What follows belongs to an exercise in optimizing a design on an open flow for small area, a short achievable clock period and few clock cycles; a production flow would make more cautious choices.
Where RTL was checked, it was by simulation tests only, not by an equivalence proof against the original.

==> flow/design.v <==
package mips_defs;
    typedef enum logic [2:0] {
        MD_NONE  = 3'd0,
        MD_MULT  = 3'd1,
        MD_MULTU = 3'd2,
        MD_DIV   = 3'd3,
        MD_DIVU  = 3'd4,
        MD_MTHI  = 3'd5,
        MD_MTLO  = 3'd6
    } md_op_e;
    typedef enum logic {
        MD_IDLE = 1'b0,
        MD_RUN  = 1'b1
    } md_state_e;
endpackage
module md_clz32 (
    input  logic [31:0] x,
    output logic [5:0]  n
);
    logic [7:0]  z4;             
    logic [1:0]  c4 [8];
    logic [3:0]  z8;
    logic [2:0]  c8 [4];
    logic [1:0]  z16;
    logic [3:0]  c16 [2];
    logic [4:0]  c32;
    for (genvar j = 0; j < 8; j++) begin : g_nib
        logic [3:0] v;
        assign v     = x[4*j +: 4];
        assign z4[j] = ~|v;
        assign c4[j] = v[3] ? 2'd0 : v[2] ? 2'd1 : v[1] ? 2'd2 : 2'd3;
    end
    for (genvar j = 0; j < 4; j++) begin : g_byte
        assign z8[j] = z4[2*j+1] & z4[2*j];
        assign c8[j] = z4[2*j+1] ? {1'b1, c4[2*j]} : {1'b0, c4[2*j+1]};
    end
    for (genvar j = 0; j < 2; j++) begin : g_half
        assign z16[j] = z8[2*j+1] & z8[2*j];
        assign c16[j] = z8[2*j+1] ? {1'b1, c8[2*j]} : {1'b0, c8[2*j+1]};
    end
    assign c32 = z16[1] ? {1'b1, c16[0]} : {1'b0, c16[1]};
    assign n   = (z16[1] & z16[0]) ? 6'd32 : {1'b0, c32};
endmodule
module md_div4 (
    input  logic [31:0] r_in,
    input  logic [31:0] q_in,
    input  logic [31:0] dx,
    input  logic        cin,
    output logic [31:0] r_out,
    output logic [31:0] q_out
);
    always_comb begin
        logic [31:0] r, q;
        logic [33:0] t;
        r = r_in;
        q = q_in;
        for (int i = 0; i < 4; i++) begin
            t = {r, q[31], 1'b1} + {1'b1, dx, cin};
            if (!t[33]) r = t[32:1];
            else        r = {r[30:0], q[31]};
            q = {q[30:0], !t[33]};
        end
        r_out = r;
        q_out = q;
    end
endmodule
module md_mac8 (
    input  logic [32:0] x,
    input  logic [8:0]  y,
    input  logic [63:0] acc,
    output logic [63:0] o
);
    function automatic logic [83:0] csa(input logic [41:0] p, input logic [41:0] q, input logic [41:0] r);
        logic [41:0] s, c;
        s   = p ^ q ^ r;
        c   = (p & q) | (p & r) | (q & r);
        csa = {c[40:0], 1'b0, s};
    endfunction
    logic [41:0] rw [6];
    logic [83:0] t0, t1, t2, t3;
    logic [41:0] sm;
    logic [22:0] top, topx, topy;
    logic        inc, dec;
    always_comb begin
        logic [41:0] negs;
        negs = '0;
        for (int i = 0; i < 4; i++) begin
            logic yl, ym, yh, one, two;
            logic [33:0] m, pp;
            yl = y[2*i]; ym = y[2*i+1]; yh = y[2*i+2];
            one = ym ^ yl;
            two = (yh & ~ym & ~yl) | (~yh & ym & yl);
            m  = one ? {x[32], x} : (two ? {x, 1'b0} : 34'd0);
            pp = yh ? ~m : m;
            rw[i+1] = 42'({~pp[33], pp[32:0]}) << (2*i);
            negs[2*i] = yh;
        end
        rw[0] = {1'b0, acc[32:0], 8'd0} | negs;
        rw[5] = 42'd0 - (42'd1 << 33) - (42'd1 << 35) - (42'd1 << 37) - (42'd1 << 39);
    end
    assign t0 = csa(rw[0], rw[1], rw[2]);
    assign t1 = csa(rw[3], rw[4], rw[5]);
    assign t2 = csa(t0[41:0], t0[83:42], t1[41:0]);
    assign t3 = csa(t2[41:0], t2[83:42], t1[83:42]);
    assign sm = t3[41:0] + t3[83:42];
    assign inc  = sm[41] & ~sm[40];
    assign dec  = sm[41] & sm[40];
    assign top  = acc[55:33];
    assign topx = top ^ {23{dec}};
    assign topy = topx + 23'(inc | dec);
    assign o    = {topy ^ {23{dec}}, sm[40:0]};
endmodule
module md_unit
#(
    parameter int MULT_CYCLES = 5,
    parameter int DIV_CYCLES  = 10
) (
    input  logic        clk,
    input  logic        reset,
    input  logic        start,
    input  logic        cancel,
    input  logic [2:0]  op,
    input  logic [31:0] a,
    input  logic [31:0] b,
    output logic        busy,
    output logic [31:0] hi,
    output logic [31:0] lo
);
    logic [31:0] ra;             
    logic [31:0] rb;             
    logic        first;          
    logic        fix;            
    logic        isdiv;
    logic        sg;             
    logic        an;             
    logic [2:0]  cnt;            
    logic accept, mul_op, div_op, sg_op;
    assign accept = start && !cancel && !busy;
    assign mul_op = (op == 3'd1) || (op == 3'd2);
    assign div_op = (op == 3'd3) || (op == 3'd4);
    assign sg_op  = (op == 3'd1) || (op == 3'd3);
    function automatic logic [2:0] nchunks(input logic [31:0] x, input logic s);
        logic f1, f2, f3;
        f1 = !(|x[31:7])  | (s & (&x[31:7]));
        f2 = !(|x[31:15]) | (s & (&x[31:15]));
        f3 = !(|x[31:23]) | (s & (&x[31:23]));
        if (f1)                nchunks = 3'd1;
        else if (f2)           nchunks = 3'd2;
        else if (f3)           nchunks = 3'd3;
        else if (s | !x[31])   nchunks = 3'd4;
        else                   nchunks = 3'd5;
    endfunction
    logic [2:0] na, nb;          
    logic [5:0] lza, lzb;        
    assign na = nchunks(ra, sg);
    assign nb = nchunks(rb, sg);
    logic [5:0] lsa, lsb;
    md_clz32 u_lza (.x(rb ^ {32{rb[31]}}), .n(lsa));
    md_clz32 u_lzb (.x(ra ^ {32{ra[31]}}), .n(lsb));
    assign lza = (sg | !rb[31]) ? lsa : 6'd0;
    assign lzb = (sg | !ra[31]) ? lsb : 6'd0;
    logic       swap;            
    logic [2:0] nm;              
    assign swap = na < nb;
    assign nm   = swap ? na : nb;
    logic        a_neg, b_neg;
    assign a_neg = sg & rb[31];
    assign b_neg = sg & ra[31];
    logic signed [7:0] need;         
    logic       dquick;              
    logic [3:0] dnib;                
    assign need   = 8'(lzb) - 8'(lza) + 8'(a_neg) + 8'd1;
    assign dquick = need <= 8'sd0;
    assign dnib   = (need > 8'sd28) ? 4'd8 : 4'((need + 8'sd3) >>> 2);
    logic [31:0] a_mag;
    assign a_mag = a_neg ? -rb : rb;
    logic [31:0] sh_in;
    logic [2:0]  sh;
    logic [63:0] sh_out;
    assign sh_in  = a_mag;
    assign sh     = 3'(4'd8 - dnib);
    assign sh_out = {32'd0, sh_in} << {sh, 2'b00};
    logic [31:0] xm;             
    logic [31:0] ym;             
    logic [2:0]  mj;             
    logic [39:0] ye;
    logic [8:0]  ych;            
    logic [63:0] acc_in, acc_out;
    assign xm     = swap ? rb : ra;
    assign ym     = swap ? ra : rb;
    assign mj     = first ? 3'(nm - 3'd1) : cnt;
    assign ye     = {{8{sg & ym[31]}}, ym};
    always_comb begin
        case (mj)
            3'd0:    ych = {ye[7:0], 1'b0};
            3'd1:    ych = ye[15:7];
            3'd2:    ych = ye[23:15];
            3'd3:    ych = ye[31:23];
            default: ych = ye[39:31];
        endcase
    end
    assign acc_in = {hi, lo};    
    md_mac8 u_mac (.x({sg & xm[31], xm}), .y(ych), .acc(acc_in), .o(acc_out));
    logic [31:0] dr_in, dq_in, dr_out, dq_out;
    assign dr_in = first ? sh_out[63:32] : hi;
    assign dq_in = first ? sh_out[31:0]  : lo;
    md_div4 u_div (.r_in(dr_in), .q_in(dq_in), .dx(b_neg ? ra : ~ra), .cin(!b_neg),
                   .r_out(dr_out), .q_out(dq_out));
    logic        dfix;           
    logic        dlast;          
    assign dfix  = (first ? a_neg : an) | b_neg;
    assign dlast = first ? (dnib == 4'd1) : (cnt == 3'd0);
    logic [31:0] hi_neg, lo_neg;
    assign hi_neg = an ? -hi : hi;
    assign lo_neg = (an ^ b_neg) ? -lo : lo;
    always_ff @(posedge clk) begin
        if (reset) begin
            busy <= 1'b0;
            hi   <= '0;
            lo   <= '0;
        end else if (!busy) begin
            if (accept) begin
                if (op == 3'd5) hi <= a;
                if (op == 3'd6) lo <= a;
                if (mul_op) begin
                    hi <= '0;
                    lo <= '0;
                end
                if (mul_op || (div_op && b != 32'd0)) busy <= 1'b1;
            end
        end else if (!isdiv) begin
            {hi, lo} <= acc_out;
            if (mj == 3'd0) busy <= 1'b0;
        end else if (fix) begin
            hi   <= hi_neg;
            lo   <= lo_neg;
            busy <= 1'b0;
        end else if (first && dquick) begin
            hi   <= rb;
            lo   <= '0;
            busy <= 1'b0;
        end else begin
            hi <= dr_out;
            lo <= dq_out;
            if (dlast && !dfix) busy <= 1'b0;
        end
    end
    always_ff @(posedge clk) begin
        if (!busy) begin
            ra    <= b;
            rb    <= a;
            first <= 1'b1;
            fix   <= 1'b0;
            isdiv <= div_op;
            sg    <= sg_op;
        end else begin
            first <= 1'b0;
            if (!isdiv) begin
                cnt <= mj - 3'd1;
            end else begin
                if (first) begin
                    an  <= a_neg;
                    cnt <= 3'(dnib - 4'd2);
                end else begin
                    cnt <= cnt - 3'd1;
                end
                if (dlast) fix <= 1'b1;
            end
        end
    end
endmodule
==> flow/config.mk <==
export PLATFORM = sky130hd
export DESIGN_NAME = md_unit
export DESIGN_NICKNAME = md_unit
export VERILOG_FILES = /design/flow/design.v
export SDC_FILE = /design/flow/constraint.sdc
export NUM_CORES = 4
export LEC_CHECK = 0
export ABC_AREA = 1
export CAP_MARGIN = 20
export CORE_MARGIN = 2
export CORE_UTILIZATION = 40
export SLEW_MARGIN = 20
==> flow/constraint.sdc <==
create_clock -name core_clock -period 100.0 [get_ports {clk}]
set_input_delay 20.0000 -clock core_clock [delete_from_list [all_inputs] [get_ports {clk}]]
set_output_delay 20.0000 -clock core_clock [all_outputs]
set_load 0.01 [all_outputs]
standard.sh (not shown) runs the stock make flow with config.mk's settings and CLKGATE_MAP_FILE= SYNTH_SCRIPT=/design/flow/synth_recipe.tcl, a recipe that flattens the netlist after the stock synthesis.
==> flow/flow/run.sh <==
#!/bin/bash
# The standard layout, with the resizer's repair_timing asked for a large setup margin so
# that it shortens the register-to-register paths well below the clock period, and the
# port buffers that placement inserts made plain buffers rather than delay cells.
set -euo pipefail
bash standard.sh SETUP_SLACK_MARGIN=78.5 "BUFFER_PORTS_ARGS=-buffer_cell sky130_fd_sc_hd__buf_2" finish > standard_flow.log 2>&1
The baseline completed without violations.
Next try:
--- a/flow/design.v
+++ b/flow/design.v
@@ -196,13 +196,13 @@
             3'd1:    ych = ye[15:7];
             3'd2:    ych = ye[23:15];
             3'd3:    ych = ye[31:23];
             default: ych = ye[39:31];
         endcase
     end
-    assign acc_in = {hi, lo};    
+    assign acc_in = first ? 64'd0 : {hi, lo};
     md_mac8 u_mac (.x({sg & xm[31], xm}), .y(ych), .acc(acc_in), .o(acc_out));
     logic [31:0] dr_in, dq_in, dr_out, dq_out;
     assign dr_in = first ? sh_out[63:32] : hi;
     assign dq_in = first ? sh_out[31:0]  : lo;
     md_div4 u_div (.r_in(dr_in), .q_in(dq_in), .dx(b_neg ? ra : ~ra), .cin(!b_neg),
                    .r_out(dr_out), .q_out(dq_out));
@@ -219,16 +219,12 @@
             hi   <= '0;
             lo   <= '0;
         end else if (!busy) begin
             if (accept) begin
                 if (op == 3'd5) hi <= a;
                 if (op == 3'd6) lo <= a;
-                if (mul_op) begin
-                    hi <= '0;
-                    lo <= '0;
-                end
                 if (mul_op || (div_op && b != 32'd0)) busy <= 1'b1;
             end
         end else if (!isdiv) begin
             {hi, lo} <= acc_out;
             if (mj == 3'd0) busy <= 1'b0;
         end else if (fix) begin
After rerunning: Cell count rose by 2.1%; final area climbs by about 1%; global-route usage rose by 1.5 points; core utilization goes down by 0.29 points; sequential share of layout area fell by 0.11 points; routed wire length rises by about 5.4%; synthesized cell count goes up by about 2.8%; via count increases by 4.1%; clock skew decreases by 0.0079 ns.
Testbench counts after the change, summed over its fixed seeds: cycles 69,983.
Function not checked in the first run of this note: the RTL went through the layout flow alone.

## port drivers added, routing unchanged
In the flow no input, the clock included, has a driving cell. The finished layouts below were timed again as built, in two steps.
Step 1 (the two cells are an assumption about what drives the block):
set clk [get_ports {clk}]
set_driving_cell -lib_cell sky130_fd_sc_hd__clkbuf_16 $clk
set_driving_cell -lib_cell sky130_fd_sc_hd__buf_2 [delete_from_list [all_inputs] $clk]
Step 2 also shifts input and output timing later by t, the mid clock arrival at the registers, as if the neighbouring blocks saw the same clock.
Slacks: ideal / step 1 / step 2; pairs: ideal / step 1.
run	t, ns	setup WS [ns]	hold slack, ns	latest minus earliest clock arrival (ns)	worst data-port slew with drivers (ns)
the first run	0.565	78.543 / 78.477 / 78.196	0.594 / 0.594 / 0.594	0.033 / 0.033	0.03
the second run	0.558	78.724 / 78.660 / 78.248	0.585 / 0.585 / 0.585	0.025 / 0.025	0.05
After both steps setup and hold are still met in every run listed. For the second run, which loses most, drivers alone change the setup slack by -0.064 ns; drivers and shift together by -0.476 ns.
